Source: an optimization exercise on an open RTL-to-GDS flow (aim: small area, a short achievable clock period and few clock cycles per item). Production flows keep margins and buffers that such runs may drop. No functional check of the RTL was part of this run. Power and IR drop assume default switching activity.

==> design.v <==
package mbsd_pkg;
    localparam int COUNT_W  = 16;
    localparam int MINUTE_W = 11;
    localparam int BASE_W   = 19;
    localparam int TOTAL_W  = 11;
    localparam int CFG_W    = 16;
    localparam logic [TOTAL_W-1:0] TOTAL_MAX = {TOTAL_W{1'b1}};
    localparam int CFG_IDX_W = 2;
    localparam logic [CFG_IDX_W-1:0] CFG_MIN_THRESHOLD = 2'd0;
    localparam logic [CFG_IDX_W-1:0] CFG_SPIKE_MULT    = 2'd1;
    localparam logic [CFG_W-1:0] MIN_THRESHOLD_RST = 16'd5;
    localparam logic [CFG_W-1:0] SPIKE_MULT_RST    = 16'd768;
    typedef struct packed {
        logic [CFG_W-1:0] min_threshold;
        logic [CFG_W-1:0] spike_multiplier;
    } t_cfg;
endpackage
module mbsd_decide (
    input  logic [18:0] s,
    input  logic [7:0]  m_one,
    input  logic [7:0]  m_two,
    input  logic [7:0]  m_neg,
    input  logic [15:0] c,
    output logic [35:0] r0,
    output logic [35:0] r1,
    output logic [35:0] r2
);
    logic one0, two0, neg0;
    logic [19:0] pp0;
    logic one1, two1, neg1;
    logic [19:0] pp1;
    logic one2, two2, neg2;
    logic [19:0] pp2;
    logic one3, two3, neg3;
    logic [19:0] pp3;
    logic one4, two4, neg4;
    logic [19:0] pp4;
    logic one5, two5, neg5;
    logic [19:0] pp5;
    logic one6, two6, neg6;
    logic [19:0] pp6;
    logic one7, two7, neg7;
    logic [19:0] pp7;
    logic t1;
    logic t2;
    logic t3;
    logic t4;
    logic t5;
    logic t6;
    logic t7;
    logic t8;
    logic t9;
    logic t10;
    logic t11;
    logic t12;
    logic t13;
    logic t14;
    logic t15;
    logic t16;
    logic t17;
    logic t18;
    logic t19;
    logic t20;
    logic t21;
    logic t22;
    logic t23;
    logic t24;
    logic t25;
    logic t26;
    logic t27;
    logic t28;
    logic t29;
    logic t30;
    logic t31;
    logic t32;
    logic t33;
    logic t34;
    logic t35;
    logic t36;
    logic t37;
    logic t38;
    logic t39;
    logic t40;
    logic t41;
    logic t42;
    logic t43;
    logic t44;
    logic t45;
    logic t46;
    logic t47;
    logic t48;
    logic t49;
    logic t50;
    logic t51;
    logic t52;
    logic t53;
    logic t54;
    logic t55;
    logic t56;
    logic t57;
    logic t58;
    logic t59;
    logic t60;
    logic t61;
    logic t62;
    logic t63;
    logic t64;
    logic t65;
    logic t66;
    logic t67;
    logic t68;
    logic t69;
    logic t70;
    logic t71;
    logic t72;
    logic t73;
    logic t74;
    logic t75;
    logic t76;
    logic t77;
    logic t78;
    logic t79;
    logic t80;
    logic t81;
    logic t82;
    logic t83;
    logic t84;
    logic t85;
    logic t86;
    logic t87;
    logic t88;
    logic t89;
    logic t90;
    logic t91;
    logic t92;
    logic t93;
    logic t94;
    logic t95;
    logic t96;
    logic t97;
    logic t98;
    logic t99;
    logic t100;
    logic t101;
    logic t102;
    logic t103;
    logic t104;
    logic t105;
    logic t106;
    logic t107;
    logic t108;
    logic t109;
    logic t110;
    logic t111;
    logic t112;
    logic t113;
    logic t114;
    logic t115;
    logic t116;
    logic t117;
    logic t118;
    logic t119;
    logic t120;
    logic t121;
    logic t122;
    logic t123;
    logic t124;
    logic t125;
    logic t126;
    logic t127;
    logic t128;
    logic t129;
    logic t130;
    logic t131;
    logic t132;
    logic t133;
    logic t134;
    logic t135;
    logic t136;
    logic t137;
    logic t138;
    logic t139;
    logic t140;
    logic t141;
    logic t142;
    logic t143;
    logic t144;
    logic t145;
    logic t146;
    logic t147;
    logic t148;
    logic t149;
    logic t150;
    logic t151;
    logic t152;
    logic t153;
    logic t154;
    logic t155;
    logic t156;
    logic t157;
    logic t158;
    logic t159;
    logic t160;
    logic t161;
    logic t162;
    logic t163;
    logic t164;
    logic t165;
    logic t166;
    logic t167;
    logic t168;
    logic t169;
    logic t170;
    logic t171;
    logic t172;
    logic t173;
    logic t174;
    logic t175;
    logic t176;
    logic t177;
    logic t178;
    logic t179;
    logic t180;
    logic t181;
    logic t182;
    logic t183;
    logic t184;
    logic t185;
    logic t186;
    logic t187;
    logic t188;
    logic t189;
    logic t190;
    logic t191;
    logic t192;
    logic t193;
    logic t194;
    logic t195;
    logic t196;
    logic t197;
    logic t198;
    logic t199;
    logic t200;
    logic t201;
    logic t202;
    logic t203;
    logic t204;
    logic t205;
    logic t206;
    logic t207;
    logic t208;
    logic t209;
    logic t210;
    logic t211;
    logic t212;
    logic t213;
    logic t214;
    logic t215;
    logic t216;
    logic t217;
    logic t218;
    logic t219;
    logic t220;
    logic t221;
    logic t222;
    logic t223;
    logic t224;
    logic t225;
    logic t226;
    logic t227;
    logic t228;
    logic t229;
    logic t230;
    logic t231;
    logic t232;
    assign one0 = m_one[0];
    assign two0 = m_two[0];
    assign neg0 = m_neg[0];
    assign pp0[0] = ((one0 & s[0]) | (two0 & 1'b0)) ^ neg0;
    assign pp0[1] = ((one0 & s[1]) | (two0 & s[0])) ^ neg0;
    assign pp0[2] = ((one0 & s[2]) | (two0 & s[1])) ^ neg0;
    assign pp0[3] = ((one0 & s[3]) | (two0 & s[2])) ^ neg0;
    assign pp0[4] = ((one0 & s[4]) | (two0 & s[3])) ^ neg0;
    assign pp0[5] = ((one0 & s[5]) | (two0 & s[4])) ^ neg0;
    assign pp0[6] = ((one0 & s[6]) | (two0 & s[5])) ^ neg0;
    assign pp0[7] = ((one0 & s[7]) | (two0 & s[6])) ^ neg0;
    assign pp0[8] = ((one0 & s[8]) | (two0 & s[7])) ^ neg0;
    assign pp0[9] = ((one0 & s[9]) | (two0 & s[8])) ^ neg0;
    assign pp0[10] = ((one0 & s[10]) | (two0 & s[9])) ^ neg0;
    assign pp0[11] = ((one0 & s[11]) | (two0 & s[10])) ^ neg0;
    assign pp0[12] = ((one0 & s[12]) | (two0 & s[11])) ^ neg0;
    assign pp0[13] = ((one0 & s[13]) | (two0 & s[12])) ^ neg0;
    assign pp0[14] = ((one0 & s[14]) | (two0 & s[13])) ^ neg0;
    assign pp0[15] = ((one0 & s[15]) | (two0 & s[14])) ^ neg0;
    assign pp0[16] = ((one0 & s[16]) | (two0 & s[15])) ^ neg0;
    assign pp0[17] = ((one0 & s[17]) | (two0 & s[16])) ^ neg0;
    assign pp0[18] = ((one0 & s[18]) | (two0 & s[17])) ^ neg0;
    assign pp0[19] = ((one0 & 1'b0) | (two0 & s[18])) ^ neg0;
    assign one1 = m_one[1];
    assign two1 = m_two[1];
    assign neg1 = m_neg[1];
    assign pp1[0] = ((one1 & s[0]) | (two1 & 1'b0)) ^ neg1;
    assign pp1[1] = ((one1 & s[1]) | (two1 & s[0])) ^ neg1;
    assign pp1[2] = ((one1 & s[2]) | (two1 & s[1])) ^ neg1;
    assign pp1[3] = ((one1 & s[3]) | (two1 & s[2])) ^ neg1;
    assign pp1[4] = ((one1 & s[4]) | (two1 & s[3])) ^ neg1;
    assign pp1[5] = ((one1 & s[5]) | (two1 & s[4])) ^ neg1;
    assign pp1[6] = ((one1 & s[6]) | (two1 & s[5])) ^ neg1;
    assign pp1[7] = ((one1 & s[7]) | (two1 & s[6])) ^ neg1;
    assign pp1[8] = ((one1 & s[8]) | (two1 & s[7])) ^ neg1;
    assign pp1[9] = ((one1 & s[9]) | (two1 & s[8])) ^ neg1;
    assign pp1[10] = ((one1 & s[10]) | (two1 & s[9])) ^ neg1;
    assign pp1[11] = ((one1 & s[11]) | (two1 & s[10])) ^ neg1;
    assign pp1[12] = ((one1 & s[12]) | (two1 & s[11])) ^ neg1;
    assign pp1[13] = ((one1 & s[13]) | (two1 & s[12])) ^ neg1;
    assign pp1[14] = ((one1 & s[14]) | (two1 & s[13])) ^ neg1;
    assign pp1[15] = ((one1 & s[15]) | (two1 & s[14])) ^ neg1;
    assign pp1[16] = ((one1 & s[16]) | (two1 & s[15])) ^ neg1;
    assign pp1[17] = ((one1 & s[17]) | (two1 & s[16])) ^ neg1;
    assign pp1[18] = ((one1 & s[18]) | (two1 & s[17])) ^ neg1;
    assign pp1[19] = ((one1 & 1'b0) | (two1 & s[18])) ^ neg1;
    assign one2 = m_one[2];
    assign two2 = m_two[2];
    assign neg2 = m_neg[2];
    assign pp2[0] = ((one2 & s[0]) | (two2 & 1'b0)) ^ neg2;
    assign pp2[1] = ((one2 & s[1]) | (two2 & s[0])) ^ neg2;
    assign pp2[2] = ((one2 & s[2]) | (two2 & s[1])) ^ neg2;
    assign pp2[3] = ((one2 & s[3]) | (two2 & s[2])) ^ neg2;
    assign pp2[4] = ((one2 & s[4]) | (two2 & s[3])) ^ neg2;
    assign pp2[5] = ((one2 & s[5]) | (two2 & s[4])) ^ neg2;
    assign pp2[6] = ((one2 & s[6]) | (two2 & s[5])) ^ neg2;
    assign pp2[7] = ((one2 & s[7]) | (two2 & s[6])) ^ neg2;
    assign pp2[8] = ((one2 & s[8]) | (two2 & s[7])) ^ neg2;
    assign pp2[9] = ((one2 & s[9]) | (two2 & s[8])) ^ neg2;
    assign pp2[10] = ((one2 & s[10]) | (two2 & s[9])) ^ neg2;
    assign pp2[11] = ((one2 & s[11]) | (two2 & s[10])) ^ neg2;
    assign pp2[12] = ((one2 & s[12]) | (two2 & s[11])) ^ neg2;
    assign pp2[13] = ((one2 & s[13]) | (two2 & s[12])) ^ neg2;
    assign pp2[14] = ((one2 & s[14]) | (two2 & s[13])) ^ neg2;
    assign pp2[15] = ((one2 & s[15]) | (two2 & s[14])) ^ neg2;
    assign pp2[16] = ((one2 & s[16]) | (two2 & s[15])) ^ neg2;
    assign pp2[17] = ((one2 & s[17]) | (two2 & s[16])) ^ neg2;
    assign pp2[18] = ((one2 & s[18]) | (two2 & s[17])) ^ neg2;
    assign pp2[19] = ((one2 & 1'b0) | (two2 & s[18])) ^ neg2;
    assign one3 = m_one[3];
    assign two3 = m_two[3];
    assign neg3 = m_neg[3];
    assign pp3[0] = ((one3 & s[0]) | (two3 & 1'b0)) ^ neg3;
    assign pp3[1] = ((one3 & s[1]) | (two3 & s[0])) ^ neg3;
    assign pp3[2] = ((one3 & s[2]) | (two3 & s[1])) ^ neg3;
    assign pp3[3] = ((one3 & s[3]) | (two3 & s[2])) ^ neg3;
    assign pp3[4] = ((one3 & s[4]) | (two3 & s[3])) ^ neg3;
    assign pp3[5] = ((one3 & s[5]) | (two3 & s[4])) ^ neg3;
    assign pp3[6] = ((one3 & s[6]) | (two3 & s[5])) ^ neg3;
    assign pp3[7] = ((one3 & s[7]) | (two3 & s[6])) ^ neg3;
    assign pp3[8] = ((one3 & s[8]) | (two3 & s[7])) ^ neg3;
    assign pp3[9] = ((one3 & s[9]) | (two3 & s[8])) ^ neg3;
    assign pp3[10] = ((one3 & s[10]) | (two3 & s[9])) ^ neg3;
    assign pp3[11] = ((one3 & s[11]) | (two3 & s[10])) ^ neg3;
    assign pp3[12] = ((one3 & s[12]) | (two3 & s[11])) ^ neg3;
    assign pp3[13] = ((one3 & s[13]) | (two3 & s[12])) ^ neg3;
    assign pp3[14] = ((one3 & s[14]) | (two3 & s[13])) ^ neg3;
    assign pp3[15] = ((one3 & s[15]) | (two3 & s[14])) ^ neg3;
    assign pp3[16] = ((one3 & s[16]) | (two3 & s[15])) ^ neg3;
    assign pp3[17] = ((one3 & s[17]) | (two3 & s[16])) ^ neg3;
    assign pp3[18] = ((one3 & s[18]) | (two3 & s[17])) ^ neg3;
    assign pp3[19] = ((one3 & 1'b0) | (two3 & s[18])) ^ neg3;
    assign one4 = m_one[4];
    assign two4 = m_two[4];
    assign neg4 = m_neg[4];
    assign pp4[0] = ((one4 & s[0]) | (two4 & 1'b0)) ^ neg4;
    assign pp4[1] = ((one4 & s[1]) | (two4 & s[0])) ^ neg4;
    assign pp4[2] = ((one4 & s[2]) | (two4 & s[1])) ^ neg4;
    assign pp4[3] = ((one4 & s[3]) | (two4 & s[2])) ^ neg4;
    assign pp4[4] = ((one4 & s[4]) | (two4 & s[3])) ^ neg4;
    assign pp4[5] = ((one4 & s[5]) | (two4 & s[4])) ^ neg4;
    assign pp4[6] = ((one4 & s[6]) | (two4 & s[5])) ^ neg4;
    assign pp4[7] = ((one4 & s[7]) | (two4 & s[6])) ^ neg4;
    assign pp4[8] = ((one4 & s[8]) | (two4 & s[7])) ^ neg4;
    assign pp4[9] = ((one4 & s[9]) | (two4 & s[8])) ^ neg4;
    assign pp4[10] = ((one4 & s[10]) | (two4 & s[9])) ^ neg4;
    assign pp4[11] = ((one4 & s[11]) | (two4 & s[10])) ^ neg4;
    assign pp4[12] = ((one4 & s[12]) | (two4 & s[11])) ^ neg4;
    assign pp4[13] = ((one4 & s[13]) | (two4 & s[12])) ^ neg4;
    assign pp4[14] = ((one4 & s[14]) | (two4 & s[13])) ^ neg4;
    assign pp4[15] = ((one4 & s[15]) | (two4 & s[14])) ^ neg4;
    assign pp4[16] = ((one4 & s[16]) | (two4 & s[15])) ^ neg4;
    assign pp4[17] = ((one4 & s[17]) | (two4 & s[16])) ^ neg4;
    assign pp4[18] = ((one4 & s[18]) | (two4 & s[17])) ^ neg4;
    assign pp4[19] = ((one4 & 1'b0) | (two4 & s[18])) ^ neg4;
    assign one5 = m_one[5];
    assign two5 = m_two[5];
    assign neg5 = m_neg[5];
    assign pp5[0] = ((one5 & s[0]) | (two5 & 1'b0)) ^ neg5;
    assign pp5[1] = ((one5 & s[1]) | (two5 & s[0])) ^ neg5;
    assign pp5[2] = ((one5 & s[2]) | (two5 & s[1])) ^ neg5;
    assign pp5[3] = ((one5 & s[3]) | (two5 & s[2])) ^ neg5;
    assign pp5[4] = ((one5 & s[4]) | (two5 & s[3])) ^ neg5;
    assign pp5[5] = ((one5 & s[5]) | (two5 & s[4])) ^ neg5;
    assign pp5[6] = ((one5 & s[6]) | (two5 & s[5])) ^ neg5;
    assign pp5[7] = ((one5 & s[7]) | (two5 & s[6])) ^ neg5;
    assign pp5[8] = ((one5 & s[8]) | (two5 & s[7])) ^ neg5;
    assign pp5[9] = ((one5 & s[9]) | (two5 & s[8])) ^ neg5;
    assign pp5[10] = ((one5 & s[10]) | (two5 & s[9])) ^ neg5;
    assign pp5[11] = ((one5 & s[11]) | (two5 & s[10])) ^ neg5;
    assign pp5[12] = ((one5 & s[12]) | (two5 & s[11])) ^ neg5;
    assign pp5[13] = ((one5 & s[13]) | (two5 & s[12])) ^ neg5;
    assign pp5[14] = ((one5 & s[14]) | (two5 & s[13])) ^ neg5;
    assign pp5[15] = ((one5 & s[15]) | (two5 & s[14])) ^ neg5;
    assign pp5[16] = ((one5 & s[16]) | (two5 & s[15])) ^ neg5;
    assign pp5[17] = ((one5 & s[17]) | (two5 & s[16])) ^ neg5;
    assign pp5[18] = ((one5 & s[18]) | (two5 & s[17])) ^ neg5;
    assign pp5[19] = ((one5 & 1'b0) | (two5 & s[18])) ^ neg5;
    assign one6 = m_one[6];
    assign two6 = m_two[6];
    assign neg6 = m_neg[6];
    assign pp6[0] = ((one6 & s[0]) | (two6 & 1'b0)) ^ neg6;
    assign pp6[1] = ((one6 & s[1]) | (two6 & s[0])) ^ neg6;
    assign pp6[2] = ((one6 & s[2]) | (two6 & s[1])) ^ neg6;
    assign pp6[3] = ((one6 & s[3]) | (two6 & s[2])) ^ neg6;
    assign pp6[4] = ((one6 & s[4]) | (two6 & s[3])) ^ neg6;
    assign pp6[5] = ((one6 & s[5]) | (two6 & s[4])) ^ neg6;
    assign pp6[6] = ((one6 & s[6]) | (two6 & s[5])) ^ neg6;
    assign pp6[7] = ((one6 & s[7]) | (two6 & s[6])) ^ neg6;
    assign pp6[8] = ((one6 & s[8]) | (two6 & s[7])) ^ neg6;
    assign pp6[9] = ((one6 & s[9]) | (two6 & s[8])) ^ neg6;
    assign pp6[10] = ((one6 & s[10]) | (two6 & s[9])) ^ neg6;
    assign pp6[11] = ((one6 & s[11]) | (two6 & s[10])) ^ neg6;
    assign pp6[12] = ((one6 & s[12]) | (two6 & s[11])) ^ neg6;
    assign pp6[13] = ((one6 & s[13]) | (two6 & s[12])) ^ neg6;
    assign pp6[14] = ((one6 & s[14]) | (two6 & s[13])) ^ neg6;
    assign pp6[15] = ((one6 & s[15]) | (two6 & s[14])) ^ neg6;
    assign pp6[16] = ((one6 & s[16]) | (two6 & s[15])) ^ neg6;
    assign pp6[17] = ((one6 & s[17]) | (two6 & s[16])) ^ neg6;
    assign pp6[18] = ((one6 & s[18]) | (two6 & s[17])) ^ neg6;
    assign pp6[19] = ((one6 & 1'b0) | (two6 & s[18])) ^ neg6;
    assign one7 = m_one[7];
    assign two7 = m_two[7];
    assign neg7 = m_neg[7];
    assign pp7[0] = ((one7 & s[0]) | (two7 & 1'b0)) ^ neg7;
    assign pp7[1] = ((one7 & s[1]) | (two7 & s[0])) ^ neg7;
    assign pp7[2] = ((one7 & s[2]) | (two7 & s[1])) ^ neg7;
    assign pp7[3] = ((one7 & s[3]) | (two7 & s[2])) ^ neg7;
    assign pp7[4] = ((one7 & s[4]) | (two7 & s[3])) ^ neg7;
    assign pp7[5] = ((one7 & s[5]) | (two7 & s[4])) ^ neg7;
    assign pp7[6] = ((one7 & s[6]) | (two7 & s[5])) ^ neg7;
    assign pp7[7] = ((one7 & s[7]) | (two7 & s[6])) ^ neg7;
    assign pp7[8] = ((one7 & s[8]) | (two7 & s[7])) ^ neg7;
    assign pp7[9] = ((one7 & s[9]) | (two7 & s[8])) ^ neg7;
    assign pp7[10] = ((one7 & s[10]) | (two7 & s[9])) ^ neg7;
    assign pp7[11] = ((one7 & s[11]) | (two7 & s[10])) ^ neg7;
    assign pp7[12] = ((one7 & s[12]) | (two7 & s[11])) ^ neg7;
    assign pp7[13] = ((one7 & s[13]) | (two7 & s[12])) ^ neg7;
    assign pp7[14] = ((one7 & s[14]) | (two7 & s[13])) ^ neg7;
    assign pp7[15] = ((one7 & s[15]) | (two7 & s[14])) ^ neg7;
    assign pp7[16] = ((one7 & s[16]) | (two7 & s[15])) ^ neg7;
    assign pp7[17] = ((one7 & s[17]) | (two7 & s[16])) ^ neg7;
    assign pp7[18] = ((one7 & s[18]) | (two7 & s[17])) ^ neg7;
    assign pp7[19] = ((one7 & 1'b0) | (two7 & s[18])) ^ neg7;
    assign t1 = pp0[10] ^ pp1[8];
    assign t2 = pp0[10] & pp1[8];
    assign t3 = pp0[11] ^ pp1[9] ^ pp2[7];
    assign t4 = (pp0[11] & pp1[9]) | (pp0[11] & pp2[7]) | (pp1[9] & pp2[7]);
    assign t5 = pp3[5] ^ pp4[3];
    assign t6 = pp3[5] & pp4[3];
    assign t7 = pp0[12] ^ pp1[10] ^ pp2[8];
    assign t8 = (pp0[12] & pp1[10]) | (pp0[12] & pp2[8]) | (pp1[10] & pp2[8]);
    assign t9 = pp3[6] ^ pp4[4] ^ pp5[2];
    assign t10 = (pp3[6] & pp4[4]) | (pp3[6] & pp5[2]) | (pp4[4] & pp5[2]);
    assign t11 = pp6[0] ^ neg6;
    assign t12 = pp6[0] & neg6;
    assign t13 = pp0[13] ^ pp1[11] ^ pp2[9];
    assign t14 = (pp0[13] & pp1[11]) | (pp0[13] & pp2[9]) | (pp1[11] & pp2[9]);
    assign t15 = pp3[7] ^ pp4[5] ^ pp5[3];
    assign t16 = (pp3[7] & pp4[5]) | (pp3[7] & pp5[3]) | (pp4[5] & pp5[3]);
    assign t17 = pp6[1] ^ ~c[2];
    assign t18 = pp6[1] & ~c[2];
    assign t19 = pp0[14] ^ pp1[12] ^ pp2[10];
    assign t20 = (pp0[14] & pp1[12]) | (pp0[14] & pp2[10]) | (pp1[12] & pp2[10]);
    assign t21 = pp3[8] ^ pp4[6] ^ pp5[4];
    assign t22 = (pp3[8] & pp4[6]) | (pp3[8] & pp5[4]) | (pp4[6] & pp5[4]);
    assign t23 = pp6[2] ^ pp7[0] ^ ~c[3];
    assign t24 = (pp6[2] & pp7[0]) | (pp6[2] & ~c[3]) | (pp7[0] & ~c[3]);
    assign t25 = pp0[15] ^ pp1[13] ^ pp2[11];
    assign t26 = (pp0[15] & pp1[13]) | (pp0[15] & pp2[11]) | (pp1[13] & pp2[11]);
    assign t27 = pp3[9] ^ pp4[7] ^ pp5[5];
    assign t28 = (pp3[9] & pp4[7]) | (pp3[9] & pp5[5]) | (pp4[7] & pp5[5]);
    assign t29 = pp6[3] ^ pp7[1] ^ ~c[4];
    assign t30 = (pp6[3] & pp7[1]) | (pp6[3] & ~c[4]) | (pp7[1] & ~c[4]);
    assign t31 = pp0[16] ^ pp1[14] ^ pp2[12];
    assign t32 = (pp0[16] & pp1[14]) | (pp0[16] & pp2[12]) | (pp1[14] & pp2[12]);
    assign t33 = pp3[10] ^ pp4[8] ^ pp5[6];
    assign t34 = (pp3[10] & pp4[8]) | (pp3[10] & pp5[6]) | (pp4[8] & pp5[6]);
    assign t35 = pp6[4] ^ pp7[2] ^ ~c[5];
    assign t36 = (pp6[4] & pp7[2]) | (pp6[4] & ~c[5]) | (pp7[2] & ~c[5]);
    assign t37 = pp0[17] ^ pp1[15] ^ pp2[13];
    assign t38 = (pp0[17] & pp1[15]) | (pp0[17] & pp2[13]) | (pp1[15] & pp2[13]);
    assign t39 = pp3[11] ^ pp4[9] ^ pp5[7];
    assign t40 = (pp3[11] & pp4[9]) | (pp3[11] & pp5[7]) | (pp4[9] & pp5[7]);
    assign t41 = pp6[5] ^ pp7[3] ^ ~c[6];
    assign t42 = (pp6[5] & pp7[3]) | (pp6[5] & ~c[6]) | (pp7[3] & ~c[6]);
    assign t43 = pp0[18] ^ pp1[16] ^ pp2[14];
    assign t44 = (pp0[18] & pp1[16]) | (pp0[18] & pp2[14]) | (pp1[16] & pp2[14]);
    assign t45 = pp3[12] ^ pp4[10] ^ pp5[8];
    assign t46 = (pp3[12] & pp4[10]) | (pp3[12] & pp5[8]) | (pp4[10] & pp5[8]);
    assign t47 = pp6[6] ^ pp7[4] ^ ~c[7];
    assign t48 = (pp6[6] & pp7[4]) | (pp6[6] & ~c[7]) | (pp7[4] & ~c[7]);
    assign t49 = pp0[19] ^ pp1[17] ^ pp2[15];
    assign t50 = (pp0[19] & pp1[17]) | (pp0[19] & pp2[15]) | (pp1[17] & pp2[15]);
    assign t51 = pp3[13] ^ pp4[11] ^ pp5[9];
    assign t52 = (pp3[13] & pp4[11]) | (pp3[13] & pp5[9]) | (pp4[11] & pp5[9]);
    assign t53 = pp6[7] ^ pp7[5] ^ ~c[8];
    assign t54 = (pp6[7] & pp7[5]) | (pp6[7] & ~c[8]) | (pp7[5] & ~c[8]);
    assign t55 = neg0 ^ pp1[18] ^ pp2[16];
    assign t56 = (neg0 & pp1[18]) | (neg0 & pp2[16]) | (pp1[18] & pp2[16]);
    assign t57 = pp3[14] ^ pp4[12] ^ pp5[10];
    assign t58 = (pp3[14] & pp4[12]) | (pp3[14] & pp5[10]) | (pp4[12] & pp5[10]);
    assign t59 = pp6[8] ^ pp7[6] ^ ~c[9];
    assign t60 = (pp6[8] & pp7[6]) | (pp6[8] & ~c[9]) | (pp7[6] & ~c[9]);
    assign t61 = neg0 ^ pp1[19] ^ pp2[17];
    assign t62 = (neg0 & pp1[19]) | (neg0 & pp2[17]) | (pp1[19] & pp2[17]);
    assign t63 = pp3[15] ^ pp4[13] ^ pp5[11];
    assign t64 = (pp3[15] & pp4[13]) | (pp3[15] & pp5[11]) | (pp4[13] & pp5[11]);
    assign t65 = pp6[9] ^ pp7[7] ^ ~c[10];
    assign t66 = (pp6[9] & pp7[7]) | (pp6[9] & ~c[10]) | (pp7[7] & ~c[10]);
    assign t67 = ~neg0 ^ ~neg1 ^ pp2[18];
    assign t68 = (~neg0 & ~neg1) | (~neg0 & pp2[18]) | (~neg1 & pp2[18]);
    assign t69 = pp3[16] ^ pp4[14] ^ pp5[12];
    assign t70 = (pp3[16] & pp4[14]) | (pp3[16] & pp5[12]) | (pp4[14] & pp5[12]);
    assign t71 = pp6[10] ^ pp7[8] ^ ~c[11];
    assign t72 = (pp6[10] & pp7[8]) | (pp6[10] & ~c[11]) | (pp7[8] & ~c[11]);
    assign t73 = pp2[19] ^ pp3[17] ^ pp4[15];
    assign t74 = (pp2[19] & pp3[17]) | (pp2[19] & pp4[15]) | (pp3[17] & pp4[15]);
    assign t75 = pp5[13] ^ pp6[11] ^ pp7[9];
    assign t76 = (pp5[13] & pp6[11]) | (pp5[13] & pp7[9]) | (pp6[11] & pp7[9]);
    assign t77 = ~c[12] ^ 1'b1;
    assign t78 = ~c[12] & 1'b1;
    assign t79 = ~neg2 ^ pp3[18] ^ pp4[16];
    assign t80 = (~neg2 & pp3[18]) | (~neg2 & pp4[16]) | (pp3[18] & pp4[16]);
    assign t81 = pp5[14] ^ pp6[12] ^ pp7[10];
    assign t82 = (pp5[14] & pp6[12]) | (pp5[14] & pp7[10]) | (pp6[12] & pp7[10]);
    assign t83 = pp3[19] ^ pp4[17] ^ pp5[15];
    assign t84 = (pp3[19] & pp4[17]) | (pp3[19] & pp5[15]) | (pp4[17] & pp5[15]);
    assign t85 = pp6[13] ^ pp7[11];
    assign t86 = pp6[13] & pp7[11];
    assign t87 = ~neg3 ^ pp4[18] ^ pp5[16];
    assign t88 = (~neg3 & pp4[18]) | (~neg3 & pp5[16]) | (pp4[18] & pp5[16]);
    assign t89 = pp0[6] ^ pp1[4];
    assign t90 = pp0[6] & pp1[4];
    assign t91 = pp0[7] ^ pp1[5];
    assign t92 = pp0[7] & pp1[5];
    assign t93 = pp0[8] ^ pp1[6] ^ pp2[4];
    assign t94 = (pp0[8] & pp1[6]) | (pp0[8] & pp2[4]) | (pp1[6] & pp2[4]);
    assign t95 = pp3[2] ^ pp4[0];
    assign t96 = pp3[2] & pp4[0];
    assign t97 = pp0[9] ^ pp1[7] ^ pp2[5];
    assign t98 = (pp0[9] & pp1[7]) | (pp0[9] & pp2[5]) | (pp1[7] & pp2[5]);
    assign t99 = pp3[3] ^ pp4[1];
    assign t100 = pp3[3] & pp4[1];
    assign t101 = t1 ^ pp2[6] ^ pp3[4];
    assign t102 = (t1 & pp2[6]) | (t1 & pp3[4]) | (pp2[6] & pp3[4]);
    assign t103 = pp4[2] ^ pp5[0] ^ neg5;
    assign t104 = (pp4[2] & pp5[0]) | (pp4[2] & neg5) | (pp5[0] & neg5);
    assign t105 = t2 ^ t3 ^ t5;
    assign t106 = (t2 & t3) | (t2 & t5) | (t3 & t5);
    assign t107 = pp5[1] ^ ~c[0] ^ 1'b1;
    assign t108 = (pp5[1] & ~c[0]) | (pp5[1] & 1'b1) | (~c[0] & 1'b1);
    assign t109 = t4 ^ t6 ^ t7;
    assign t110 = (t4 & t6) | (t4 & t7) | (t6 & t7);
    assign t111 = t9 ^ t11 ^ ~c[1];
    assign t112 = (t9 & t11) | (t9 & ~c[1]) | (t11 & ~c[1]);
    assign t113 = t8 ^ t10 ^ t12;
    assign t114 = (t8 & t10) | (t8 & t12) | (t10 & t12);
    assign t115 = t13 ^ t15 ^ t17;
    assign t116 = (t13 & t15) | (t13 & t17) | (t15 & t17);
    assign t117 = t14 ^ t16 ^ t18;
    assign t118 = (t14 & t16) | (t14 & t18) | (t16 & t18);
    assign t119 = t19 ^ t21 ^ t23;
    assign t120 = (t19 & t21) | (t19 & t23) | (t21 & t23);
    assign t121 = t20 ^ t22 ^ t24;
    assign t122 = (t20 & t22) | (t20 & t24) | (t22 & t24);
    assign t123 = t25 ^ t27 ^ t29;
    assign t124 = (t25 & t27) | (t25 & t29) | (t27 & t29);
    assign t125 = t26 ^ t28 ^ t30;
    assign t126 = (t26 & t28) | (t26 & t30) | (t28 & t30);
    assign t127 = t31 ^ t33 ^ t35;
    assign t128 = (t31 & t33) | (t31 & t35) | (t33 & t35);
    assign t129 = t32 ^ t34 ^ t36;
    assign t130 = (t32 & t34) | (t32 & t36) | (t34 & t36);
    assign t131 = t37 ^ t39 ^ t41;
    assign t132 = (t37 & t39) | (t37 & t41) | (t39 & t41);
    assign t133 = t38 ^ t40 ^ t42;
    assign t134 = (t38 & t40) | (t38 & t42) | (t40 & t42);
    assign t135 = t43 ^ t45 ^ t47;
    assign t136 = (t43 & t45) | (t43 & t47) | (t45 & t47);
    assign t137 = t44 ^ t46 ^ t48;
    assign t138 = (t44 & t46) | (t44 & t48) | (t46 & t48);
    assign t139 = t49 ^ t51 ^ t53;
    assign t140 = (t49 & t51) | (t49 & t53) | (t51 & t53);
    assign t141 = t50 ^ t52 ^ t54;
    assign t142 = (t50 & t52) | (t50 & t54) | (t52 & t54);
    assign t143 = t55 ^ t57 ^ t59;
    assign t144 = (t55 & t57) | (t55 & t59) | (t57 & t59);
    assign t145 = t56 ^ t58 ^ t60;
    assign t146 = (t56 & t58) | (t56 & t60) | (t58 & t60);
    assign t147 = t61 ^ t63 ^ t65;
    assign t148 = (t61 & t63) | (t61 & t65) | (t63 & t65);
    assign t149 = t62 ^ t64 ^ t66;
    assign t150 = (t62 & t64) | (t62 & t66) | (t64 & t66);
    assign t151 = t67 ^ t69 ^ t71;
    assign t152 = (t67 & t69) | (t67 & t71) | (t69 & t71);
    assign t153 = t68 ^ t70 ^ t72;
    assign t154 = (t68 & t70) | (t68 & t72) | (t70 & t72);
    assign t155 = t73 ^ t75 ^ t77;
    assign t156 = (t73 & t75) | (t73 & t77) | (t75 & t77);
    assign t157 = t74 ^ t76 ^ t78;
    assign t158 = (t74 & t76) | (t74 & t78) | (t76 & t78);
    assign t159 = t79 ^ t81 ^ ~c[13];
    assign t160 = (t79 & t81) | (t79 & ~c[13]) | (t81 & ~c[13]);
    assign t161 = t80 ^ t82 ^ t83;
    assign t162 = (t80 & t82) | (t80 & t83) | (t82 & t83);
    assign t163 = t85 ^ ~c[14] ^ 1'b1;
    assign t164 = (t85 & ~c[14]) | (t85 & 1'b1) | (~c[14] & 1'b1);
    assign t165 = t84 ^ t86 ^ t87;
    assign t166 = (t84 & t86) | (t84 & t87) | (t86 & t87);
    assign t167 = pp6[14] ^ pp7[12] ^ ~c[15];
    assign t168 = (pp6[14] & pp7[12]) | (pp6[14] & ~c[15]) | (pp7[12] & ~c[15]);
    assign t169 = t88 ^ pp4[19] ^ pp5[17];
    assign t170 = (t88 & pp4[19]) | (t88 & pp5[17]) | (pp4[19] & pp5[17]);
    assign t171 = pp6[15] ^ pp7[13];
    assign t172 = pp6[15] & pp7[13];
    assign t173 = ~neg4 ^ pp5[18] ^ pp6[16];
    assign t174 = (~neg4 & pp5[18]) | (~neg4 & pp6[16]) | (pp5[18] & pp6[16]);
    assign t175 = pp5[19] ^ pp6[17];
    assign t176 = pp5[19] & pp6[17];
    assign t177 = pp0[4] ^ pp1[2];
    assign t178 = pp0[4] & pp1[2];
    assign t179 = pp0[5] ^ pp1[3];
    assign t180 = pp0[5] & pp1[3];
    assign t181 = t89 ^ pp2[2] ^ pp3[0];
    assign t182 = (t89 & pp2[2]) | (t89 & pp3[0]) | (pp2[2] & pp3[0]);
    assign t183 = t90 ^ t91 ^ pp2[3];
    assign t184 = (t90 & t91) | (t90 & pp2[3]) | (t91 & pp2[3]);
    assign t185 = t92 ^ t93 ^ t95;
    assign t186 = (t92 & t93) | (t92 & t95) | (t93 & t95);
    assign t187 = t94 ^ t96 ^ t97;
    assign t188 = (t94 & t96) | (t94 & t97) | (t96 & t97);
    assign t189 = t98 ^ t100 ^ t101;
    assign t190 = (t98 & t100) | (t98 & t101) | (t100 & t101);
    assign t191 = t102 ^ t104 ^ t105;
    assign t192 = (t102 & t104) | (t102 & t105) | (t104 & t105);
    assign t193 = t106 ^ t108 ^ t109;
    assign t194 = (t106 & t108) | (t106 & t109) | (t108 & t109);
    assign t195 = t110 ^ t112 ^ t113;
    assign t196 = (t110 & t112) | (t110 & t113) | (t112 & t113);
    assign t197 = t114 ^ t116 ^ t117;
    assign t198 = (t114 & t116) | (t114 & t117) | (t116 & t117);
    assign t199 = t118 ^ t120 ^ t121;
    assign t200 = (t118 & t120) | (t118 & t121) | (t120 & t121);
    assign t201 = t122 ^ t124 ^ t125;
    assign t202 = (t122 & t124) | (t122 & t125) | (t124 & t125);
    assign t203 = t126 ^ t128 ^ t129;
    assign t204 = (t126 & t128) | (t126 & t129) | (t128 & t129);
    assign t205 = t130 ^ t132 ^ t133;
    assign t206 = (t130 & t132) | (t130 & t133) | (t132 & t133);
    assign t207 = t134 ^ t136 ^ t137;
    assign t208 = (t134 & t136) | (t134 & t137) | (t136 & t137);
    assign t209 = t138 ^ t140 ^ t141;
    assign t210 = (t138 & t140) | (t138 & t141) | (t140 & t141);
    assign t211 = t142 ^ t144 ^ t145;
    assign t212 = (t142 & t144) | (t142 & t145) | (t144 & t145);
    assign t213 = t146 ^ t148 ^ t149;
    assign t214 = (t146 & t148) | (t146 & t149) | (t148 & t149);
    assign t215 = t150 ^ t152 ^ t153;
    assign t216 = (t150 & t152) | (t150 & t153) | (t152 & t153);
    assign t217 = t154 ^ t156 ^ t157;
    assign t218 = (t154 & t156) | (t154 & t157) | (t156 & t157);
    assign t219 = t158 ^ t160 ^ t161;
    assign t220 = (t158 & t160) | (t158 & t161) | (t160 & t161);
    assign t221 = t162 ^ t164 ^ t165;
    assign t222 = (t162 & t164) | (t162 & t165) | (t164 & t165);
    assign t223 = t166 ^ t168 ^ t169;
    assign t224 = (t166 & t168) | (t166 & t169) | (t168 & t169);
    assign t225 = t170 ^ t172 ^ t173;
    assign t226 = (t170 & t172) | (t170 & t173) | (t172 & t173);
    assign t227 = t174 ^ t175 ^ pp7[15];
    assign t228 = (t174 & t175) | (t174 & pp7[15]) | (t175 & pp7[15]);
    assign t229 = t176 ^ ~neg5 ^ pp6[18];
    assign t230 = (t176 & ~neg5) | (t176 & pp6[18]) | (~neg5 & pp6[18]);
    assign t231 = pp6[19] ^ pp7[17];
    assign t232 = pp6[19] & pp7[17];
    assign r0[0] = pp0[0];
    assign r0[1] = pp0[1];
    assign r0[2] = pp0[2];
    assign r0[3] = pp0[3];
    assign r0[4] = t177;
    assign r0[5] = t178;
    assign r0[6] = t180;
    assign r0[7] = t182;
    assign r0[8] = t184;
    assign r0[9] = t186;
    assign r0[10] = t188;
    assign r0[11] = t190;
    assign r0[12] = t192;
    assign r0[13] = t194;
    assign r0[14] = t196;
    assign r0[15] = t198;
    assign r0[16] = t200;
    assign r0[17] = t202;
    assign r0[18] = t204;
    assign r0[19] = t206;
    assign r0[20] = t208;
    assign r0[21] = t210;
    assign r0[22] = t212;
    assign r0[23] = t214;
    assign r0[24] = t216;
    assign r0[25] = t218;
    assign r0[26] = t220;
    assign r0[27] = t222;
    assign r0[28] = t224;
    assign r0[29] = t226;
    assign r0[30] = t228;
    assign r0[31] = t230;
    assign r0[32] = t232;
    assign r0[33] = pp7[19];
    assign r0[34] = ~neg7;
    assign r0[35] = 1'b1;
    assign r1[0] = neg0;
    assign r1[1] = 1'b0;
    assign r1[2] = pp1[0];
    assign r1[3] = pp1[1];
    assign r1[4] = pp2[0];
    assign r1[5] = t179;
    assign r1[6] = t181;
    assign r1[7] = t183;
    assign r1[8] = t185;
    assign r1[9] = t187;
    assign r1[10] = t189;
    assign r1[11] = t191;
    assign r1[12] = t193;
    assign r1[13] = t195;
    assign r1[14] = t197;
    assign r1[15] = t199;
    assign r1[16] = t201;
    assign r1[17] = t203;
    assign r1[18] = t205;
    assign r1[19] = t207;
    assign r1[20] = t209;
    assign r1[21] = t211;
    assign r1[22] = t213;
    assign r1[23] = t215;
    assign r1[24] = t217;
    assign r1[25] = t219;
    assign r1[26] = t221;
    assign r1[27] = t223;
    assign r1[28] = t225;
    assign r1[29] = t227;
    assign r1[30] = t229;
    assign r1[31] = t231;
    assign r1[32] = ~neg6;
    assign r1[33] = 1'b1;
    assign r1[34] = 1'b0;
    assign r1[35] = 1'b0;
    assign r2[0] = 1'b0;
    assign r2[1] = 1'b0;
    assign r2[2] = neg1;
    assign r2[3] = 1'b0;
    assign r2[4] = neg2;
    assign r2[5] = pp2[1];
    assign r2[6] = neg3;
    assign r2[7] = pp3[1];
    assign r2[8] = neg4;
    assign r2[9] = t99;
    assign r2[10] = t103;
    assign r2[11] = t107;
    assign r2[12] = t111;
    assign r2[13] = t115;
    assign r2[14] = t119;
    assign r2[15] = t123;
    assign r2[16] = t127;
    assign r2[17] = t131;
    assign r2[18] = t135;
    assign r2[19] = t139;
    assign r2[20] = t143;
    assign r2[21] = t147;
    assign r2[22] = t151;
    assign r2[23] = t155;
    assign r2[24] = t159;
    assign r2[25] = t163;
    assign r2[26] = t167;
    assign r2[27] = t171;
    assign r2[28] = pp7[14];
    assign r2[29] = 1'b1;
    assign r2[30] = pp7[16];
    assign r2[31] = 1'b1;
    assign r2[32] = pp7[18];
    assign r2[33] = 1'b0;
    assign r2[34] = 1'b0;
    assign r2[35] = 1'b0;
endmodule
module moving_baseline_spike_detector #(
    parameter int WINDOW     = 8,
    parameter int DAY_LENGTH = 1440
) (
    input  logic                             i_clk,
    input  logic                             i_rst_n,
    input  logic                             i_valid,
    output logic                             o_ready,
    input  logic [mbsd_pkg::COUNT_W-1:0]     i_error_count,
    input  logic                             i_start_of_day,
    output logic                             o_valid,
    input  logic                             i_ready,
    output logic                             o_decision_valid,
    output logic                             o_anomaly,
    output logic [mbsd_pkg::MINUTE_W-1:0]    o_minute_index,
    output logic [mbsd_pkg::BASE_W-1:0]      o_baseline_sum,
    output logic [mbsd_pkg::TOTAL_W-1:0]     o_anomaly_total,
    input  logic                             i_cfg_valid,
    output logic                             o_cfg_ready,
    input  logic [mbsd_pkg::CFG_IDX_W-1:0]   i_cfg_index,
    input  logic [mbsd_pkg::CFG_W-1:0]       i_cfg_data
);
    localparam int COUNT_W = mbsd_pkg::COUNT_W;
    localparam int TOTAL_W = mbsd_pkg::TOTAL_W;
    localparam int SUM_W   = 19;
    localparam int MC_W    = 11;
    logic [15:0] r_thr;
    logic [23:0] r_mult_digits;
    logic [7:0]  r_mult_one;
    logic [7:0]  r_mult_two;
    logic [7:0]  r_mult_neg;
    assign {r_mult_one, r_mult_two, r_mult_neg} = r_mult_digits;
    function automatic logic [23:0] booth_digits(input logic [15:0] m);
        logic [16:0] mx;
        logic [7:0]  one;
        logic [7:0]  two;
        logic [7:0]  neg;
        mx = {m, 1'b0};
        for (int i = 0; i < 8; i++) begin
            one[i] = mx[2*i+1] ^ mx[2*i];
            two[i] = (mx[2*i+2] & ~mx[2*i+1] & ~mx[2*i]) | (~mx[2*i+2] & mx[2*i+1] & mx[2*i]);
            neg[i] = mx[2*i+2];
        end
        booth_digits = {one, two, neg};
    endfunction
    localparam logic [23:0] MULT_RST_DIGITS = booth_digits(mbsd_pkg::SPIKE_MULT_RST);
    logic               r_fresh;
    logic               r_sk_valid;
    logic [COUNT_W-1:0] r_sk_count;
    logic               r_sk_sod;
    logic               r_in_valid;
    logic [COUNT_W-1:0] r_in_count;
    logic               r_in_sod;
    logic [COUNT_W-1:0] r_hist [WINDOW];
    logic [SUM_W-1:0]   r_sum;
    logic [MC_W-1:0]    r_minute;
    logic               r_full;
    logic               r_in_day;
    logic               r_dc_valid;
    logic               r_dc_sod;
    logic               r_dc_above;
    logic               r_dc_dvalid;
    logic [35:0]        r_dc_r0;
    logic [35:0]        r_dc_r1;
    logic [35:0]        r_dc_r2;
    logic [SUM_W-1:0]   r_dc_sum;
    logic               r_out_valid;
    logic               r_out_dvalid;
    logic               r_out_anomaly;
    logic [MC_W-1:0]    r_out_minute;
    logic [SUM_W-1:0]   r_out_base;
    logic [TOTAL_W-1:0] r_out_total;
    logic               w_adv;
    logic               w_accept;
    logic               w_load;
    logic               w_nx_valid;
    logic [COUNT_W-1:0] w_nx_count;
    logic               w_nx_sod;
    logic               w_step;
    logic [SUM_W-1:0]   w_sum;
    logic [MC_W-1:0]    w_minute;
    logic               w_full;
    logic               w_in_day;
    logic [COUNT_W-1:0] w_oldest;
    logic [SUM_W-1:0]   w_sum_b;
    logic [SUM_W-1:0]   w_sum_c;
    logic [SUM_W-1:0]   w_sum_maj;
    logic [SUM_W-1:0]   w_sum_cs_s;
    logic [SUM_W-1:0]   w_sum_cs_c;
    logic [SUM_W-1:0]   w_sum_add;
    logic [SUM_W-1:0]   w_sum_next;
    logic [35:0]        w_r0;
    logic [35:0]        w_r1;
    logic [35:0]        w_r2;
    logic [35:0]        w_t_s;
    logic [35:0]        w_t_maj;
    logic [35:0]        w_t_c;
    logic [35:0]        w_q;
    logic [35:0]        w_cs_s;
    logic [35:0]        w_cs_maj;
    logic [35:0]        w_cs_c;
    logic [35:0]        w_z;
    logic               w_flag;
    logic [TOTAL_W-1:0] w_tprev;
    logic [TOTAL_W-1:0] w_total;
    logic [MC_W-1:0]    w_out_minute;
    assign w_adv       = !r_out_valid || i_ready;
    assign o_ready     = !r_sk_valid;
    assign w_accept    = i_valid && !r_sk_valid;
    assign o_cfg_ready = 1'b1;
    always_ff @(posedge i_clk) begin
        if (!i_rst_n) begin
            r_thr         <= mbsd_pkg::MIN_THRESHOLD_RST;
            r_mult_digits <= MULT_RST_DIGITS;
        end else if (i_cfg_valid) begin
            if (i_cfg_index == mbsd_pkg::CFG_MIN_THRESHOLD) r_thr <= i_cfg_data;
            if (i_cfg_index == mbsd_pkg::CFG_SPIKE_MULT) begin
                r_mult_digits <= booth_digits(i_cfg_data);
            end
        end
    end
    always_ff @(posedge i_clk) begin
        if (!i_rst_n) begin
            r_sk_valid <= 1'b0;
        end else if (w_adv) begin
            r_sk_valid <= 1'b0;
        end else if (w_accept && r_in_valid) begin
            r_sk_valid <= 1'b1;
        end
    end
    always_ff @(posedge i_clk) begin
        if (w_accept) begin
            r_sk_count <= i_error_count;
            r_sk_sod   <= i_start_of_day;
        end
    end
    assign w_load     = w_adv || !r_in_valid;
    assign w_nx_valid = r_sk_valid || w_accept;
    assign w_nx_count = r_sk_valid ? r_sk_count : i_error_count;
    assign w_nx_sod   = r_sk_valid ? r_sk_sod : i_start_of_day;
    always_ff @(posedge i_clk) begin
        if (!i_rst_n) begin
            r_in_valid <= 1'b0;
        end else if (w_load) begin
            r_in_valid <= w_nx_valid;
        end
    end
    always_ff @(posedge i_clk) begin
        if (w_load) begin
            r_in_count <= w_nx_count;
            r_in_sod   <= w_nx_sod || r_fresh;
        end
    end
    always_ff @(posedge i_clk) begin
        if (!i_rst_n) begin
            r_fresh <= 1'b1;
        end else if (w_load && w_nx_valid) begin
            r_fresh <= 1'b0;
        end
    end
    assign w_sum    = r_in_sod ? '0 : r_sum;
    assign w_minute = r_in_sod ? '0 : r_minute;
    assign w_full   = !r_in_sod && r_full;
    assign w_in_day = r_in_sod || r_in_day;
    assign w_oldest = r_full ? r_hist[WINDOW-1] : '0;
    assign w_step   = w_adv && r_in_valid;
    assign w_sum_b    = SUM_W'(r_in_count);
    assign w_sum_c    = ~(SUM_W'(w_oldest));
    assign w_sum_cs_s = r_sum ^ w_sum_b ^ w_sum_c;
    assign w_sum_maj  = (r_sum & w_sum_b) | (r_sum & w_sum_c) | (w_sum_b & w_sum_c);
    assign w_sum_cs_c = {w_sum_maj[SUM_W-2:0], 1'b0};
    mbsd_add #(.W(SUM_W)) u_sum_add (
        .a   (w_sum_cs_s),
        .b   (w_sum_cs_c),
        .cin (1'b1),
        .s   (w_sum_add)
    );
    assign w_sum_next = r_in_sod ? w_sum_b : w_sum_add;
    always_ff @(posedge i_clk) begin
        if (w_step && w_in_day) begin
            r_sum    <= w_sum_next;
            r_minute <= w_minute + MC_W'(1);
            r_full   <= w_full || (w_minute == MC_W'(WINDOW - 1));
            r_in_day <= w_minute != MC_W'(DAY_LENGTH - 1);
        end
    end
    always_ff @(posedge i_clk) begin
        if (w_step) begin
            r_hist[0] <= r_in_count;
            for (int i = 1; i < WINDOW; i++) begin
                r_hist[i] <= r_hist[i-1];
            end
        end
    end
    mbsd_decide u_decide (
        .s     (r_sum),
        .m_one (r_mult_one),
        .m_two (r_mult_two),
        .m_neg (r_mult_neg),
        .c     (r_in_count),
        .r0    (w_r0),
        .r1    (w_r1),
        .r2    (w_r2)
    );
    always_ff @(posedge i_clk) begin
        if (!i_rst_n) begin
            r_dc_valid <= 1'b0;
        end else if (w_adv) begin
            r_dc_valid <= r_in_valid;
        end
    end
    always_ff @(posedge i_clk) begin
        if (w_adv) begin
            r_dc_sod    <= r_in_sod;
            r_dc_above  <= r_in_count >= r_thr;
            r_dc_dvalid <= w_full && w_in_day;
            r_dc_r0     <= w_r0;
            r_dc_r1     <= w_r1;
            r_dc_r2     <= w_r2;
            r_dc_sum    <= w_sum;
        end
    end
    assign w_q      = r_mult_neg[7] ? ((36'(r_dc_sum) << 16) | 36'(1 << 14)) : '0;
    assign w_t_s    = r_dc_r0 ^ r_dc_r1 ^ r_dc_r2;
    assign w_t_maj  = (r_dc_r0 & r_dc_r1) | (r_dc_r0 & r_dc_r2) | (r_dc_r1 & r_dc_r2);
    assign w_t_c    = {w_t_maj[34:0], 1'b0};
    assign w_cs_s   = w_t_s ^ w_t_c ^ w_q;
    assign w_cs_maj = (w_t_s & w_t_c) | (w_t_s & w_q) | (w_t_c & w_q);
    assign w_cs_c   = {w_cs_maj[34:0], 1'b0};
    mbsd_add #(.W(36)) u_cmp_add (
        .a   (w_cs_s),
        .b   (w_cs_c),
        .cin (1'b0),
        .s   (w_z)
    );
    assign w_flag  = r_dc_dvalid && r_dc_above && ((r_dc_sum == '0) || w_z[35]);
    assign w_tprev = r_dc_sod ? '0 : r_out_total;
    assign w_total = (w_flag && (w_tprev != mbsd_pkg::TOTAL_MAX)) ? w_tprev + TOTAL_W'(1) : w_tprev;
    assign w_out_minute = r_dc_sod ? '0 :
                          (r_out_minute == MC_W'(DAY_LENGTH)) ? r_out_minute : r_out_minute + MC_W'(1);
    always_ff @(posedge i_clk) begin
        if (!i_rst_n) begin
            r_out_valid <= 1'b0;
        end else if (w_adv) begin
            r_out_valid <= r_dc_valid;
        end
    end
    always_ff @(posedge i_clk) begin
        if (w_adv && r_dc_valid) begin
            r_out_total  <= w_total;
            r_out_minute <= w_out_minute;
        end
    end
    always_ff @(posedge i_clk) begin
        if (w_adv) begin
            r_out_dvalid  <= r_dc_dvalid;
            r_out_anomaly <= w_flag;
            r_out_base    <= r_dc_sum;
        end
    end
    assign o_valid          = r_out_valid;
    assign o_decision_valid = r_out_dvalid;
    assign o_anomaly        = r_out_anomaly;
    assign o_minute_index   = r_out_minute;
    assign o_baseline_sum   = r_out_base;
    assign o_anomaly_total  = r_out_total;
endmodule
module mbsd_add #(
    parameter int W = 19
) (
    input  logic [W-1:0] a,
    input  logic [W-1:0] b,
    input  logic         cin,
    output logic [W-1:0] s
);
    localparam int L = $clog2(W + 1);
    logic [W:0] g [L+1];
    logic [W:0] p [L+1];
    assign g[0][0] = cin;
    assign p[0][0] = 1'b0;
    assign g[0][W:1] = a & b;
    assign p[0][W:1] = a ^ b;
    for (genvar l = 0; l < L; l++) begin : g_level
        for (genvar i = 0; i <= W; i++) begin : g_bit
            if (((i >> l) & 1) == 1) begin : g_merge
                localparam int J = ((i >> l) << l) - 1;
                assign g[l+1][i] = g[l][i] | (p[l][i] & g[l][J]);
                assign p[l+1][i] = p[l][i] & p[l][J];
            end else begin : g_pass
                assign g[l+1][i] = g[l][i];
                assign p[l+1][i] = p[l][i];
            end
        end
    end
    assign s = p[0][W:1] ^ g[L][W-1:0];
endmodule
==> flow/run.sh <==
#!/bin/bash
# Standard ORFS layout (the standard.sh) with two changes to how the layout
# is made:
#  - timing repair aims for a larger setup-slack margin (flow/margin.txt), so it
#    keeps improving paths below the clock period;
#  - the port buffers that global placement inserts are plain buffers
#    (flow/port_buffer.txt) instead of the delay cell ORFS picks by default.
# The whole make output goes to make_flow.log; ORFS's per-step logs stay in
# orfs/logs.
set -euo pipefail
MARGIN=$(cat flow/margin.txt)
PORTBUF=$(cat flow/port_buffer.txt)
sed -e "s/SETUP_SLACK_MARGIN=[0-9.]*/SETUP_SLACK_MARGIN=${MARGIN}/" standard.sh > standard_margin.sh
grep -q "SETUP_SLACK_MARGIN=${MARGIN}" standard_margin.sh
bash standard_margin.sh "BUFFER_PORTS_ARGS=-buffer_cell ${PORTBUF}" finish > make_flow.log 2>&1
==> flow/margin.txt <==
6.8
==> flow/port_buffer.txt <==
sky130_fd_sc_hd__buf_2
==> standard.sh <==
#!/bin/bash
# synth_recipe.tcl (not shown) runs the flow's synth.tcl, then flattens the netlist and writes it again
# the make line also repeats each setting of config.mk as NAME=value (left out here)
make -C /OpenROAD-flow-scripts/flow DESIGN_CONFIG=/design/flow/config.mk WORK_HOME=/design/flow/orfs CLKGATE_MAP_FILE= SYNTH_SCRIPT=/design/flow/synth_recipe.tcl "${@:-finish}"
==> config.mk <==
export PLATFORM = sky130hd
export DESIGN_NAME = moving_baseline_spike_detector
export DESIGN_NICKNAME = moving_baseline_spike_detector
export VERILOG_FILES = /design/flow/design.v
export SDC_FILE = /design/flow/constraint.sdc
export NUM_CORES = 4
export LEC_CHECK = 0
export ABC_AREA = 1
export CAP_MARGIN = 20
export CORE_MARGIN = 2
export CORE_UTILIZATION = 40
export SETUP_SLACK_MARGIN = 5
export SLEW_MARGIN = 20
==> constraint.sdc <==
create_clock -name core_clock -period 10.0 [get_ports {i_clk}]
set_input_delay 2.0000 -clock core_clock [delete_from_list [all_inputs] [get_ports {i_clk}]]
set_output_delay 2.0000 -clock core_clock [all_outputs]
set_load 0.01 [all_outputs]
==> results.txt <==
CTS:
- The clock transition at the registers of the reported paths is 0.06 ns.
- The hold-fix buffer count after cts is 0.
- The longest clock path from root to sink contains 3 buffers.
- The number of clock sinks seen by CTS is 399.
- CTS placed an instance of sky130_fd_sc_hd__clkbuf_16 at the clock tree root.
- The number of clock buffers added by TritonCTS is 44.
- At the later pin of the worst-skew pair, clock insertion delay measures 0.59 ns.
- The clock tree from TritonCTS is done.
- The total number of H-tree levels is 2.

Worst setup path:
- The largest driver fanout on the critical path is 8.
- The critical path data required time is 10.35 ns.
- The worst reg2reg path startpoint is r_dc_r1[26].
- The worst setup path is of the reg2reg kind.
- The signal arrival time at the worst endpoint is 3.77 ns.
- The nature of the critical path startpoint is a register.
- The capturing element type of the critical path is a register.
- The critical path starts at r_dc_r1[26].

Final layout:
- Cells with a size suffix above 1 make up 18.5% of the layout.
- The area growth from synthesis to layout is 17.0%.
- The library cell used most frequently in the layout, excluding fill and tap cells, is sky130_fd_sc_hd__edfxtp_1.
- The final core utilization is 47.4%.
- The filler cells instantiated in the layout total 5,121.
- The final net count is 2,462.
- In the layout the commonest cells are sky130_fd_sc_hd__edfxtp_1, sky130_fd_sc_hd__inv_1, sky130_fd_sc_hd__nand2_1.

Route:
- The routed design uses 4340 um of met3 wire.
- The total routed wire length on the met1 layer is 24,900 um.
- The residual antenna-violating net count after detailed routing is 0.
- The routed via count divided by cell count is 5.19.
- The routed length on met2 is 27,200 um.
- The detailed router's first-iteration violation count is 1,183.
- Routed signal wires occupy layers up through met4.
- Across all layers, the routed design uses 15,328 vias.
- Dividing the detail-routed wire length by the instance count gives 19.8 um.
- The total wire length after detailed routing is 58,500 um.
- The first detailed-routing pass took 5 iterations.
- In the routed design, unresolved DRC markers number 0.

Yosys:
- The average size of a mapped cell is 11.3 um^2.
- By area the synthesized netlist is led by sky130_fd_sc_hd__edfxtp_1, sky130_fd_sc_hd__fa_1, sky130_fd_sc_hd__xor2_1.
- The number of register bits inferred by synthesis is 399.
- Measured against the total synthesized area, the mux share comes to 0%.
- The post-synthesis cell type count is 45.
- The dominant combinational cell family by area after synthesis is adder cells.
- The portion of the post-synthesis area used by sequential elements is 50.2%.
- The compound-cell area share of the yosys netlist is 7.60%.
- After Yosys synthesis, XOR and XNOR cells account for 6.83% of the synthesized area.
- The post-synthesis instance area is 23,000 um^2.
- Yosys printed 8 warnings.
- Of the total synthesized cell area, the portion taken by AND, OR, NAND and NOR gates is 8.37%.
- When the netlist entered floorplanning its net count stood at 2,330.
- The number of instances in the synthesized netlist is 2,027.
- The synthesized netlist devotes 19.7% of its cell area to adder and majority cells.
- In this run the biggest area consumer among cell types represents 46.3% of the synthesized area.
- Of all cell types, the one taking the most synthesized area is sky130_fd_sc_hd__edfxtp_1.

GRT:
- The overall routing resource usage is 19.6%.
- The via count of the first global-routing pass was 15,319.
- Global routing finished with a remaining overflow of 0.
- The global-route wire length before repair is 89,000 um.
- The pin count of the biggest net entering global routing is 83.
- The number of antenna violations at the first check in global routing is 0.

Die:
- After floorplanning, the core was sized to cover 56,600 um^2.
- The starting density of the core is 40.6%.
- Measured along the x axis, the die boundary spans 244 um.
- The number of standard-cell rows in the floorplan is 87.
- For this design the top-level I/O count stands at 86.
- The y dimension of the die is 244 um.
- The die area is 59,300 um^2.

STA:
- The measured slew at the worst slew-check pin is 0.965 ns.
- Setup repair after global routing could not meet its margin everywhere.
- Static timing analysis puts the maximum clock frequency at 292 MHz.
- The relative max-transition margin is 35.5%.
- Dividing the final minimum period by the clock period gives 34.2%.
- Hold timing on the final database bottoms out at a slack of 0.409 ns.
- Setup violations remaining at the end of the flow were counted as 0.
- The worst clock skew is 0.0204 ns.
- The max-slew violation total from the final report came to 0.
- Summed over all failing endpoints, the final setup total negative slack is 0 ns.
- The routed design could run at a clock period as short as 3.42 ns.
- The final count of hold timing violations was 0.

Min path:
- The type of the worst min-delay path is reg2reg.
- The worst hold path begins at r_hist[6][13].

Power and ir drop:
- Per report_power, the clock group accounts for 28.4% of the total.
- The switching part of the total power is 33.6%.
- The overall power of the completed layout is 5.89 mW.
- The combinational fraction of design power is 34.4%.
- The register share of total power is 37.1%.
- The maximum VDD drop is 0.158 mV.
- The total power density per cell area is 219 nW/um^2.
- The switching component of the power is 1.98 mW.
- The internal power of the cells totals 3.91 mW.
- The static leakage is 11.8 nW.

Outcome:
- The run finished with no timing, DRC or antenna violations.

Place:
- Summed over all nets, the half-perimeter wirelength after detailed placement is 39,100 um.
- At the end of routability-driven placement, the weighted congestion stood at 0.817.
- The count of buffers from port buffering is 84.

Run:
- Across the run, the number of max-cap violations was 0.
power groups by stage:
stage                     Sequential [mW]  Clock [mW]  Combinational [mW]
after floorplan                      2.18           0                1.17
after detailed placement             2.22           0                1.60
after CTS                            2.19        1.71                1.84
after global placement               2.21           0                1.53
after global routing                 2.21        1.77                2.30
final                                2.19        1.67                2.03
synthesized netlist by cell type (all sizes together):
library cell,n
a211oi,8
a21boi,1
a21o,2
a21oi,63
a31oi,8
and2,1
and3,4
buf,34
clkbuf,47
clkinv,37
conb,1
dfxtp,45
edfxtp,354
fa,165
ha,98
inv,317
nand2,272
nand3,36
nand3b,1
nand4,17
nor2,97
nor3,14
nor3b,1
nor4,6
o211a,1
o211ai,6
o21ai,54
o21bai,1
o221ai,3
o22ai,147
o41ai,2
or2,4
or3,1
xnor2,12
xor2,167
routing by layer:
layer / GRT usage (%) / vias to the layer above
met5: 0 / -
met4: 7.07 / 0
met3: 3.72 / 122
met2: 31.3 / 588
met1: 26.6 / 7576
li1: - / 7042
state kept, by name, summed over array words and instances, names as in the netlist, 16 cells and up:
signal / flops
r_dc_r0: 35
r_dc_r1: 32
r_dc_r2: 28
r_dc_sum: 19
r_hist: 128
r_in_count: 16
r_mult_digits: 24
r_out_base: 19
r_sk_count: 16
r_sum: 19
r_thr: 16
final timing paths:
kind         slack, ns  cells after the start        endpoint
max               6.58                     20  r_out_total[3]
min               0.41                      0   r_hist[7][13]
max reg2reg       6.58                     20  r_out_total[3]
min reg2reg       0.41                      0   r_hist[7][13]
cells by family (layout without fill, tap and decap cells):
group,after synthesis,count (layout)
AND/OR/NAND/NOR,454,456
buffers and inverters,435,600
flip-flops,399,399
AO/OA/AOI/OAI,296,297
adder cells (fa/ha/maj),263,263
XOR/XNOR,179,179
other,1,2
area by class of cell:
cell class	count	area, um^2	area share (%)
Clock buffer	54	1170	4.36
Inverter	354	1460	5.42
Tap cell	756	946	3.52
Clock inverter	28	313	1.16
Multi-Input combinational cell	1196	10300	38.3
Timing Repair Buffer	163	1120	4.18
Timing Repair inverter	1	7.51	0.0280
Sequential cell	399	11500	43.0
Antenna cell	1	2.50	0.00932
critical path, stage by stage (launching register included):
cell,delay (ns)
sky130_fd_sc_hd__edfxtp_1,0.39
sky130_fd_sc_hd__fa_1,0.58
sky130_fd_sc_hd__inv_2,0.05
sky130_fd_sc_hd__fa_1,0.48
sky130_fd_sc_hd__inv_2,0.05
sky130_fd_sc_hd__ha_4,0.27
sky130_fd_sc_hd__nand2_4,0.06
sky130_fd_sc_hd__nor2_4,0.12
sky130_fd_sc_hd__nand2_4,0.09
sky130_fd_sc_hd__nor2_1,0.11
sky130_fd_sc_hd__nand2_1,0.06
sky130_fd_sc_hd__nand2_1,0.07
sky130_fd_sc_hd__nor2_2,0.05
sky130_fd_sc_hd__nand2_2,0.06
sky130_fd_sc_hd__nand2_4,0.07
sky130_fd_sc_hd__nand2_4,0.07
sky130_fd_sc_hd__nand2_4,0.06
sky130_fd_sc_hd__nand3_4,0.18
sky130_fd_sc_hd__nand3_4,0.19
sky130_fd_sc_hd__nand2_2,0.12
sky130_fd_sc_hd__nand2_2,0.04
per-stage QoR:
step	setup WS, ns	area [um^2]	cells
4_1_cts	6.55	26400	2927
2_1_floorplan	3.31	23000	2027
5_1_grt	6.42	26900	2951
3_5_place_dp	4.84	24100	2795
3_3_place_gp	4.96	24100	2795
6_report	6.58	26900	2952
repair_timing:
item	4_1_cts	5_1_grt
gates resized for setup	128	67
cloned	6	0
setup endpoints to repair	331	111
setup buffers	44	24
pin swaps	49	58

[re-timing with driven ports]
No port has a modelled driver above. Below, the same layout with a new extraction and two added sets of constraints.
Step 1 assumes that a clkbuf_16 drives the clock port and a buf_2 every other input.
Step 2 adds t to the input delays and takes it off the output delays; t is the mean of the earliest and latest rising clock arrival at the registers after step 1. Input paths then give back, and output paths get back, about the clock's delay inside the block.
a / b / c = ideal / step 1 / step 2; a / b = the first two.
t, ns: 0.641
setup WS [ns]: 6.578 / 6.578 / 6.270
worst data-port slew with drivers (ns): 0.06
After both steps setup and hold are still met in this run. The setup slack of this run moves by 0.000 ns with the drivers and by -0.308 ns with both steps.
